What follows belongs to an exercise in optimizing a design on an open flow for small area, a short achievable clock period and few clock cycles per item; a production flow would make more cautious choices. At most, simulation tests tie the RTL to the original design; equivalence was not proved. Power is estimated from default activity; no workload was simulated.

==> trial 21 <==
## chip8_instruction_execute_top
module chip8_instruction_execute_top #(
    parameter int unsigned STACK_DEPTH = 16
) (
    input  wire logic        aclk,
    input  wire logic        aresetn,
    input  wire logic        cfg_valid,
    output logic             cfg_ready,
    input  wire logic [11:0] cfg_start_address,
    input  wire logic        s_valid,
    output logic             s_ready,
    input  wire logic [15:0] s_instruction,
    output logic             m_valid,
    input  wire logic        m_ready,
    output logic [11:0]      m_pc_value,
    output logic [11:0]      m_index_value,
    output logic             m_reg_written,
    output logic [3:0]       m_reg_number,
    output logic [7:0]       m_vreg_data,
    output logic             m_flag_written,
    output logic             m_flag_value,
    output logic [1:0]       m_status
);
export LEC_CHECK = 0
export ABC_AREA = 1
export ABC_CLOCK_PERIOD_IN_PS = 2500
export CAP_MARGIN = 20
export CORE_MARGIN = 2
export CORE_UTILIZATION = 62
export CTS_CLUSTER_DIAMETER = 100
export CTS_CLUSTER_SIZE = 25
export SETUP_SLACK_MARGIN = 4.4
export SLEW_MARGIN = 20
export TNS_END_PERCENT = 20
create_clock -name core_clock -period 7.0 [get_ports {aclk}]
standard.sh (not shown) runs the stock make flow with config.mk's settings and CLKGATE_MAP_FILE= SYNTH_SCRIPT=/design/flow/synth_recipe.tcl, a recipe that flattens the netlist after the stock synthesis.
==> flow/flow/run.sh <==
#!/bin/bash
# The standard layout, with plain buffers (instead of the delay cells the
# resizer picks by default) on the input and output ports.
set -euo pipefail
bash standard.sh BUFFER_PORTS_ARGS="-buffer_cell sky130_fd_sc_hd__buf_2" finish > standard_flow.log 2>&1
==> inputs of trial 51, as changes to trial 21 <==
--- a/flow/design.v
+++ b/flow/design.v
@@ -292,18 +292,18 @@
     assign h_en    = !h_valid_reg || m_ready;
     assign e_fire  = e_valid_reg && h_en;
     assign r_adv   = !e_valid_reg || h_en;
     assign r_load  = r_adv || !r_valid_reg;
     assign accept  = s_valid && s_ready_reg;
     assign e_num = e_ins_reg[11:8];
     assign e_rw  = e_ctl_reg[1];
     assign e_fw  = e_ctl_reg[0];
-    assign w_rw  = e_valid_reg && e_rw;
-    assign w_fw  = e_valid_reg && e_fw;
+    assign w_rw  = e_fire && e_rw;
+    assign w_fw  = e_fire && e_fw;
     c8ie_predec u_predec (
         .ins (r_ins_reg),
         .ctl (r_ctl)
     );
     c8ie_vreg_file u_vregs (
         .aclk  (aclk),
         .clr   (rst_reg),
         .rw    (w_rw),
@@ -330,17 +330,17 @@
             fwd_y = e_val;
         end
     end
     c8ie_stack #(
         .STACK_DEPTH (STACK_DEPTH),
         .AW          (AW)
     ) u_stack (
         .aclk    (aclk),
-        .wr_en   (e_valid_reg && push),
+        .wr_en   (e_fire && push),
         .wr_addr (AW'(tp_reg + AW'(1))),
         .wr_data (pc_inc),
         .rd_addr (tp_reg),
         .rd_data (stack_top)
     );
     c8ie_exec u_exec (
         .ins       (e_ins_reg),
         .ctl       (e_ctl_reg),
Settings changed: ABC_AREA 1 to default, CORE_UTILIZATION 62 to 40, CTS_CLUSTER_SIZE 25 to 20, SETUP_SLACK_MARGIN 4.4 to 4.5, TNS_END_PERCENT 20 to 5.
==> inputs of trial 28, as changes to trial 21 <==
--- a/flow/design.v
+++ b/flow/design.v
@@ -261,167 +261,162 @@
     output logic [11:0]      m_index_value,
     output logic             m_reg_written,
     output logic [3:0]       m_reg_number,
     output logic [7:0]       m_vreg_data,
     output logic             m_flag_written,
     output logic             m_flag_value,
     output logic [1:0]       m_status
 );
+    localparam int unsigned CW = $clog2(STACK_DEPTH + 1);
     localparam int unsigned AW = (STACK_DEPTH > 1) ? $clog2(STACK_DEPTH) : 1;
     localparam int unsigned RW = 17;    
     logic        s_ready_reg, rst_reg;
-    logic        r_valid_reg, r2_valid_reg, e_valid_reg, h_valid_reg;
-    logic        r_valid_nxt, r2_valid_nxt, e_valid_nxt, h_valid_nxt;
-    logic        e_fire, r_adv, r_load, accept, h_en;
-    logic [15:0] r_ins_reg, r2_ins_reg;
+    logic        k_valid_reg, e_valid_reg, h_valid_reg;
+    logic        k_valid_nxt, e_valid_nxt, h_valid_nxt;
+    logic        e_fire, e_load, accept, h_en;
+    logic [15:0] k_ins_reg, src_ins;
     logic [7:0]  rd_x, rd_y, fwd_x, fwd_y;
     logic [15:0] e_ins_reg;
     logic [7:0]  opx_reg, opy_reg;
-    logic [7:0]  r_ctl, e_ctl_reg;
+    logic [7:0]  src_ctl, e_ctl_reg;
     logic [11:0]   pc_reg, idx_reg;
-    logic [AW-1:0] tp_reg;      
-    logic          ne_reg;      
+    logic [CW-1:0] cnt_reg;
+    logic [AW-1:0] tp_reg;
     logic [11:0] pc_next, pc_inc, idx_next, stack_top;
     logic        push, pop, e_rw, e_fw, e_fval, w_rw, w_fw;
     logic [7:0]  e_val;
     logic [1:0]  e_status;
     logic [3:0]  e_num;
     logic [RW-1:0] e_res;
     logic [RW-1:0] h_res_reg;
     assign cfg_ready = 1'b1;
     assign s_ready   = s_ready_reg;
     assign h_en    = !h_valid_reg || m_ready;
     assign e_fire  = e_valid_reg && h_en;
-    assign r_adv   = !e_valid_reg || h_en;
-    assign r_load  = r_adv || !r_valid_reg;
+    assign e_load  = !e_valid_reg || h_en;
     assign accept  = s_valid && s_ready_reg;
+    assign src_ins = k_valid_reg ? k_ins_reg : s_instruction;
     assign e_num = e_ins_reg[11:8];
     assign e_rw  = e_ctl_reg[1];
     assign e_fw  = e_ctl_reg[0];
-    assign w_rw  = e_valid_reg && e_rw;
-    assign w_fw  = e_valid_reg && e_fw;
+    assign w_rw  = e_fire && e_rw;
+    assign w_fw  = e_fire && e_fw;
     c8ie_predec u_predec (
-        .ins (r_ins_reg),
-        .ctl (r_ctl)
+        .ins (src_ins),
+        .ctl (src_ctl)
     );
     c8ie_vreg_file u_vregs (
         .aclk  (aclk),
         .clr   (rst_reg),
         .rw    (w_rw),
         .num   (e_num),
         .val   (e_val),
         .fw    (w_fw),
         .fval  (e_fval),
-        .rd_x  (r_ins_reg[11:8]),
-        .rd_y  (r_ins_reg[7:4]),
+        .rd_x  (src_ins[11:8]),
+        .rd_y  (src_ins[7:4]),
         .vx    (rd_x),
         .vy    (rd_y)
     );
     always_comb begin
-        fwd_x = rd_x;
-        if (e_valid_reg && e_fw && r_ins_reg[11:8] == c8ie_pkg::FLAG_REG) begin
+        fwd_x = rst_reg ? '0 : rd_x;
+        if (e_valid_reg && e_fw && src_ins[11:8] == c8ie_pkg::FLAG_REG) begin
             fwd_x = {7'd0, e_fval};
-        end else if (e_valid_reg && e_rw && r_ins_reg[11:8] == e_num) begin
+        end else if (e_valid_reg && e_rw && src_ins[11:8] == e_num) begin
             fwd_x = e_val;
         end
-        fwd_y = rd_y;
-        if (e_valid_reg && e_fw && r_ins_reg[7:4] == c8ie_pkg::FLAG_REG) begin
+        fwd_y = rst_reg ? '0 : rd_y;
+        if (e_valid_reg && e_fw && src_ins[7:4] == c8ie_pkg::FLAG_REG) begin
             fwd_y = {7'd0, e_fval};
-        end else if (e_valid_reg && e_rw && r_ins_reg[7:4] == e_num) begin
+        end else if (e_valid_reg && e_rw && src_ins[7:4] == e_num) begin
             fwd_y = e_val;
         end
     end
     c8ie_stack #(
         .STACK_DEPTH (STACK_DEPTH),
         .AW          (AW)
     ) u_stack (
         .aclk    (aclk),
-        .wr_en   (e_valid_reg && push),
-        .wr_addr (AW'(tp_reg + AW'(1))),
+        .wr_en   (e_fire && push),
+        .wr_addr (cnt_reg[AW-1:0]),
         .wr_data (pc_inc),
         .rd_addr (tp_reg),
         .rd_data (stack_top)
     );
     c8ie_exec u_exec (
         .ins       (e_ins_reg),
         .ctl       (e_ctl_reg),
         .clr       (rst_reg),
         .pc        (pc_reg),
         .idx       (idx_reg),
-        .empty     (!ne_reg),
-        .full      (ne_reg && tp_reg == AW'(STACK_DEPTH - 1)),
+        .empty     (cnt_reg == '0),
+        .full      (cnt_reg >= CW'(STACK_DEPTH)),
         .vx        (opx_reg),
         .vy        (opy_reg),
         .stack_top (stack_top),
         .pc_next   (pc_next),
         .pc_inc    (pc_inc),
         .idx_next  (idx_next),
         .push      (push),
         .pop       (pop),
         .val       (e_val),
         .fval      (e_fval),
         .status    (e_status)
     );
     assign e_res = {e_rw, e_num, e_val, e_fw, e_fval, e_status};
     always_comb begin
-        r_valid_nxt  = r_load ? (r2_valid_reg || accept) : 1'b1;
-        r2_valid_nxt = r2_valid_reg ? !r_adv : (accept && r_valid_reg && !r_adv);
-        e_valid_nxt  = r_adv ? r_valid_reg : 1'b1;
-        h_valid_nxt  = h_en ? e_valid_reg : 1'b1;
+        k_valid_nxt = k_valid_reg ? !e_load : (accept && !e_load);
+        e_valid_nxt = e_load ? (k_valid_reg || accept) : 1'b1;
+        h_valid_nxt = h_en ? e_valid_reg : 1'b1;
     end
     always_ff @(posedge aclk) begin
         rst_reg <= !aresetn;
         if (!aresetn) begin
-            s_ready_reg  <= 1'b1;
-            r_valid_reg  <= 1'b0;
-            r2_valid_reg <= 1'b0;
-            e_valid_reg  <= 1'b0;
-            h_valid_reg  <= 1'b0;
+            s_ready_reg <= 1'b1;
+            k_valid_reg <= 1'b0;
+            e_valid_reg <= 1'b0;
+            h_valid_reg <= 1'b0;
         end else begin
-            s_ready_reg  <= !r2_valid_nxt;
-            r_valid_reg  <= r_valid_nxt;
-            r2_valid_reg <= r2_valid_nxt;
-            e_valid_reg  <= e_valid_nxt;
-            h_valid_reg  <= h_valid_nxt;
+            s_ready_reg <= !k_valid_nxt;
+            k_valid_reg <= k_valid_nxt;
+            e_valid_reg <= e_valid_nxt;
+            h_valid_reg <= h_valid_nxt;
         end
     end
     always_ff @(posedge aclk) begin
-        if (cfg_valid) begin
+        if (aresetn && cfg_valid) begin
             pc_reg <= cfg_start_address;
         end else if (rst_reg) begin
             pc_reg <= c8ie_pkg::RESET_START_ADDR;
         end else if (e_fire) begin
             pc_reg <= pc_next;
         end
         if (rst_reg) begin
             idx_reg <= '0;
-            ne_reg  <= 1'b0;
-            tp_reg  <= AW'(STACK_DEPTH - 1);
+            cnt_reg <= '0;
+            tp_reg  <= '1;
         end else if (e_fire) begin
             idx_reg <= idx_next;
             if (push) begin
-                ne_reg  <= 1'b1;
-                tp_reg  <= AW'(tp_reg + AW'(1));
+                cnt_reg <= cnt_reg + CW'(1);
+                tp_reg  <= tp_reg + AW'(1);
             end else if (pop) begin
-                ne_reg  <= (tp_reg != '0);
-                tp_reg  <= AW'(tp_reg - AW'(1));
+                cnt_reg <= cnt_reg - CW'(1);
+                tp_reg  <= tp_reg - AW'(1);
             end
         end
     end
     always_ff @(posedge aclk) begin
-        if (r_load) begin
-            r_ins_reg <= r2_valid_reg ? r2_ins_reg : s_instruction;
+        if (!k_valid_reg) begin
+            k_ins_reg <= s_instruction;
         end
-        if (!r2_valid_reg) begin
-            r2_ins_reg <= s_instruction;
-        end
-        if (r_adv) begin
-            e_ins_reg <= r_ins_reg;
-            e_ctl_reg <= r_ctl;
+        if (e_load) begin
+            e_ins_reg <= src_ins;
+            e_ctl_reg <= src_ctl;
             opx_reg   <= fwd_x;
             opy_reg   <= fwd_y;
         end
         if (h_en) begin
             h_res_reg <= e_res;
         end
     end
     assign m_valid = h_valid_reg;
==> flow/run.sh (new file) <==
#!/bin/bash
# synth_recipe.tcl (not shown) runs the flow's synth.tcl, then flattens the netlist and writes it again
# the make line also repeats each setting of config.mk as NAME=value (left out here)
make -C /OpenROAD-flow-scripts/flow DESIGN_CONFIG=/design/flow/config.mk WORK_HOME=/design/flow/orfs CLKGATE_MAP_FILE= SYNTH_SCRIPT=/design/flow/synth_recipe.tcl finish
Settings changed: ABC_AREA 1 to default, CORE_UTILIZATION 62 to 40, CTS_CLUSTER_DIAMETER 100 to default, CTS_CLUSTER_SIZE 25 to default, SETUP_SLACK_MARGIN 4.4 to 4.5, TNS_END_PERCENT 20 to 5.
removed: flow/flow/run.sh
removed: flow/standard.sh
==> comparison <==
Trial 21 passed the timing, DRC and antenna checks. Trial 51 completed without violations. Trial 28 finished with timing, DRC and antenna clean. Clock power, highest first: trial 28, trial 51, trial 21. Of trial 28 and trial 21, trial 28 has the higher total power (gap 24%, measured against trial 21). Critical path depth: trial 21 < trial 28 < trial 51. Against trial 21, the sequential power of trial 28 is smaller by about 3%. Sequential share of layout area, lowest first: trial 28, trial 51, trial 21. In trial 28 the cell area is higher than in trial 21, by 11%. In trial 21 the worst hold slack is lower than in trial 28, by 0.036 ns.
Testbench counts of trial 21, summed over its fixed seeds: cycles 12,024, items 12,000.
Testbench counts of trial 51, summed over its fixed seeds: cycles 12,024, items 12,000.
No functional check of the RTL was part of trial 28.

-- afterwards: timing with drivers on the ports --
No port has a modelled driver above. Below, the same layouts with a new extraction and two added sets of constraints.
Step 1, drivers: a clkbuf_16 drives aclk and a buf_2 each remaining input, both assumed.
Step 2, shift: input delay + t, output delay - t, t = (earliest + latest rising clock arrival at the registers) / 2. This alone moves slack from input paths to output paths.
Slacks: ideal / step 1 / step 2; pairs: ideal / step 1.
run | t (ns) | slack for setup (ns) | worst data-port slew with drivers (ns)
trial 21 | 0.591 | 4.325 / 4.271 / 3.805 | 0.05
trial 51 | 0.647 | 4.239 / 4.239 / 3.743 | 0.07
trial 28 | 0.636 | 3.998 / 4.022 / 3.386 | 0.06
After both steps every run listed still meets setup and hold. The setup slack of trial 28, which loses most, moves by +0.024 ns with the drivers and by -0.612 ns with both steps.
